Background: an optimization exercise with open tools, aiming at small area and a short achievable clock period. Do not read the settings as production practice. Only simulation tests tie the RTL to the original design; equivalence was not proved. No activity file was given, so power comes from the tool's default toggle rates.

==> flow/design.v (excerpt) <==
module rename_top (
    input  logic        clk,
    input  logic        rst,
    input  logic        in_valid,
    output logic        in_ready,
    input  logic [15:0] in_opcode,
    input  logic [11:0] in_dst,
    input  logic [11:0] in_src1,
    input  logic [11:0] in_src2,
    output logic [3:0]  out_valid,
    input  logic [3:0]  out_ready,
    output logic [15:0] out_opcode,
    output logic [19:0] out_dst_preg,
    output logic [19:0] out_old_preg,
    output logic [19:0] out_src1_preg,
    output logic [19:0] out_src2_preg,
    output logic [3:0]  out_src1_rdy,
    output logic [3:0]  out_src2_rdy,
    output logic [3:0]  out_writes,
    input  logic        free_valid,
    input  logic [4:0]  free_preg,
    input  logic        done_valid,
    input  logic [4:0]  done_preg
);
Size in the first run: about 190 flip-flops, ~20000 um^2 of cells after synthesis.
==> flow/config.mk <==
export PLATFORM = sky130hd
export DESIGN_NAME = rename_top
export DESIGN_NICKNAME = rename_top
export VERILOG_FILES = /design/flow/design.v
export SDC_FILE = /design/flow/constraint.sdc
export NUM_CORES = 4
export LEC_CHECK = 0
export ABC_AREA = 1
export CAP_MARGIN = 20
export CORE_MARGIN = 2
export CORE_UTILIZATION = 50
export SLEW_MARGIN = 20
==> flow/constraint.sdc <==
create_clock -name core_clock -period 14.5 [get_ports {clk}]
set_input_delay 2.9000 -clock core_clock [delete_from_list [all_inputs] [get_ports {clk}]]
set_output_delay 2.9000 -clock core_clock [all_outputs]
set_load 0.01 [all_outputs]
standard.sh (not shown) runs the stock make flow with config.mk's settings and CLKGATE_MAP_FILE= SYNTH_SCRIPT=/design/flow/synth_recipe.tcl, a recipe that flattens the netlist after the stock synthesis.
==> flow/flow/run.sh <==
#!/bin/bash
set -euo pipefail
cd "$(dirname "$0")/.."
bash standard.sh "SYNTH_SCRIPT=$PWD/flow/synth.tcl" SETUP_SLACK_MARGIN=8.15 \
  "BUFFER_PORTS_ARGS=-buffer_cell sky130_fd_sc_hd__buf_1" \
  "CTS_ARGS=-sink_clustering_enable -repair_clock_nets -dont_use_dummy_load" \
  finish > layout.log 2>&1
==> flow/flow/synth.tcl <==
# The standard synthesis script (synth_recipe.tcl) with two changes to how the logic
# between the registers is mapped: no full/half-adder extraction before ABC, and ABC maps
# with Yosys's own script instead of ORFS's area script (its -script and -D are dropped).
# The registers are the standard synthesis's; timing is left to the layout's repair.
proc synth {args} { yosys synth -nofsm -noshare {*}$args }
proc abc {args} {
  set i [lsearch -exact $args -script]
  if {$i >= 0} { set args [lreplace $args $i [expr {$i + 1}]] }
  set i [lsearch -exact $args -D]
  if {$i >= 0} { set args [lreplace $args $i [expr {$i + 1}]] }
  yosys abc {*}$args
}
if {[info exists ::env(ADDER_MAP_FILE)]} { unset ::env(ADDER_MAP_FILE) }
source $::env(SCRIPTS_DIR)/synth.tcl
# left out here: clear keep_hierarchy, flatten, clean up, hide names made inside functions, write 1_2_yosys.v
==> next run, changes <==
==> flow/flow/run.sh (replaced) <==
#!/bin/bash
set -euo pipefail
cd "$(dirname "$0")/.."
bash standard.sh "SYNTH_SCRIPT=$PWD/flow/synth.tcl" SETUP_SLACK_MARGIN=8.3 \
  "BUFFER_PORTS_ARGS=-buffer_cell sky130_fd_sc_hd__buf_1" \
  "CTS_ARGS=-sink_clustering_enable -repair_clock_nets -dont_use_dummy_load" \
  finish > layout.log 2>&1
=> Wire length went up by a few percent; cell count goes up slightly; power goes up by a few percent.

== main ==
Starting RTL as in the previous note.
clock: 14.5 ns
lec_check: 0
abc_area: 1
cap_margin: 20
core_margin: 2
core_utilization: 50
slew_margin: 20
==> flow/flow/run.sh <==
#!/bin/bash
set -euo pipefail
cd "$(dirname "$0")/.."
bash standard.sh "SYNTH_SCRIPT=$PWD/flow/synth.tcl" SETUP_SLACK_MARGIN=8 \
  "BUFFER_PORTS_ARGS=-buffer_cell sky130_fd_sc_hd__buf_1" \
  "CTS_ARGS=-sink_clustering_enable -repair_clock_nets -dont_use_dummy_load" \
  finish > layout.log 2>&1
Scripts as last shown in full above: flow/flow/synth.tcl
### main -> the feature branch
==> flow/flow/run.sh <==
#!/bin/bash
set -euo pipefail
cd "$(dirname "$0")/.."
bash standard.sh "SYNTH_SCRIPT=$PWD/flow/synth.tcl" SETUP_SLACK_MARGIN=8 \
  "BUFFER_PORTS_ARGS=-buffer_cell sky130_fd_sc_hd__buf_1" finish > layout.log 2>&1
Results
From main to the feature branch the numbers moved as follows: global-route wire length before repair held steady; leakage power of the design grew by about 1.3%; routed wire length grew by 0.43%; cell count grew by 0.32%; minimum period implied by the final worst setup slack shrank by 0.086 ns. Post-route met1 wirelength: lower on main. Delta (the feature branch minus main): fmax went up by about 1.3%, share of total power in combinational logic went down by 1.4 points, final hold slack went up by 0.0052 ns, worst path setup slack after routing went up by 0.086 ns.

==> re-timing with driven ports <==
The results above use ideal ports. As a check the final layouts listed here were re-extracted and re-timed, cells and wires unchanged.
Step 1 (the two cells are an assumption about what drives the block):
set clk [get_ports {clk}]
set_driving_cell -lib_cell sky130_fd_sc_hd__clkbuf_16 $clk
set_driving_cell -lib_cell sky130_fd_sc_hd__buf_2 [delete_from_list [all_inputs] $clk]
Step 2 also shifts input and output timing later by t, the mid clock arrival at the registers, as if the neighbouring blocks saw the same clock.
Three values: no drivers, after step 1, after step 2; two values: the first two.
run | t (ns) | slack for setup (ns) | latest minus earliest clock arrival (ns)
the first run of note 1 | 0.544 | 8.086 / 8.027 / 7.865 | 0.026 / 0.026
the second run of note 1 | 0.559 | 8.150 / 8.091 / 8.072 | 0.030 / 0.029
main | 0.550 | 7.829 / 7.769 / 7.799 | 0.027 / 0.027
the feature branch | 0.561 | 7.915 / 7.855 / 7.781 | 0.034 / 0.034
After both steps every run listed still meets setup and hold. For the first run of note 1, which loses most, drivers alone change the setup slack by -0.059 ns; drivers and shift together by -0.221 ns.
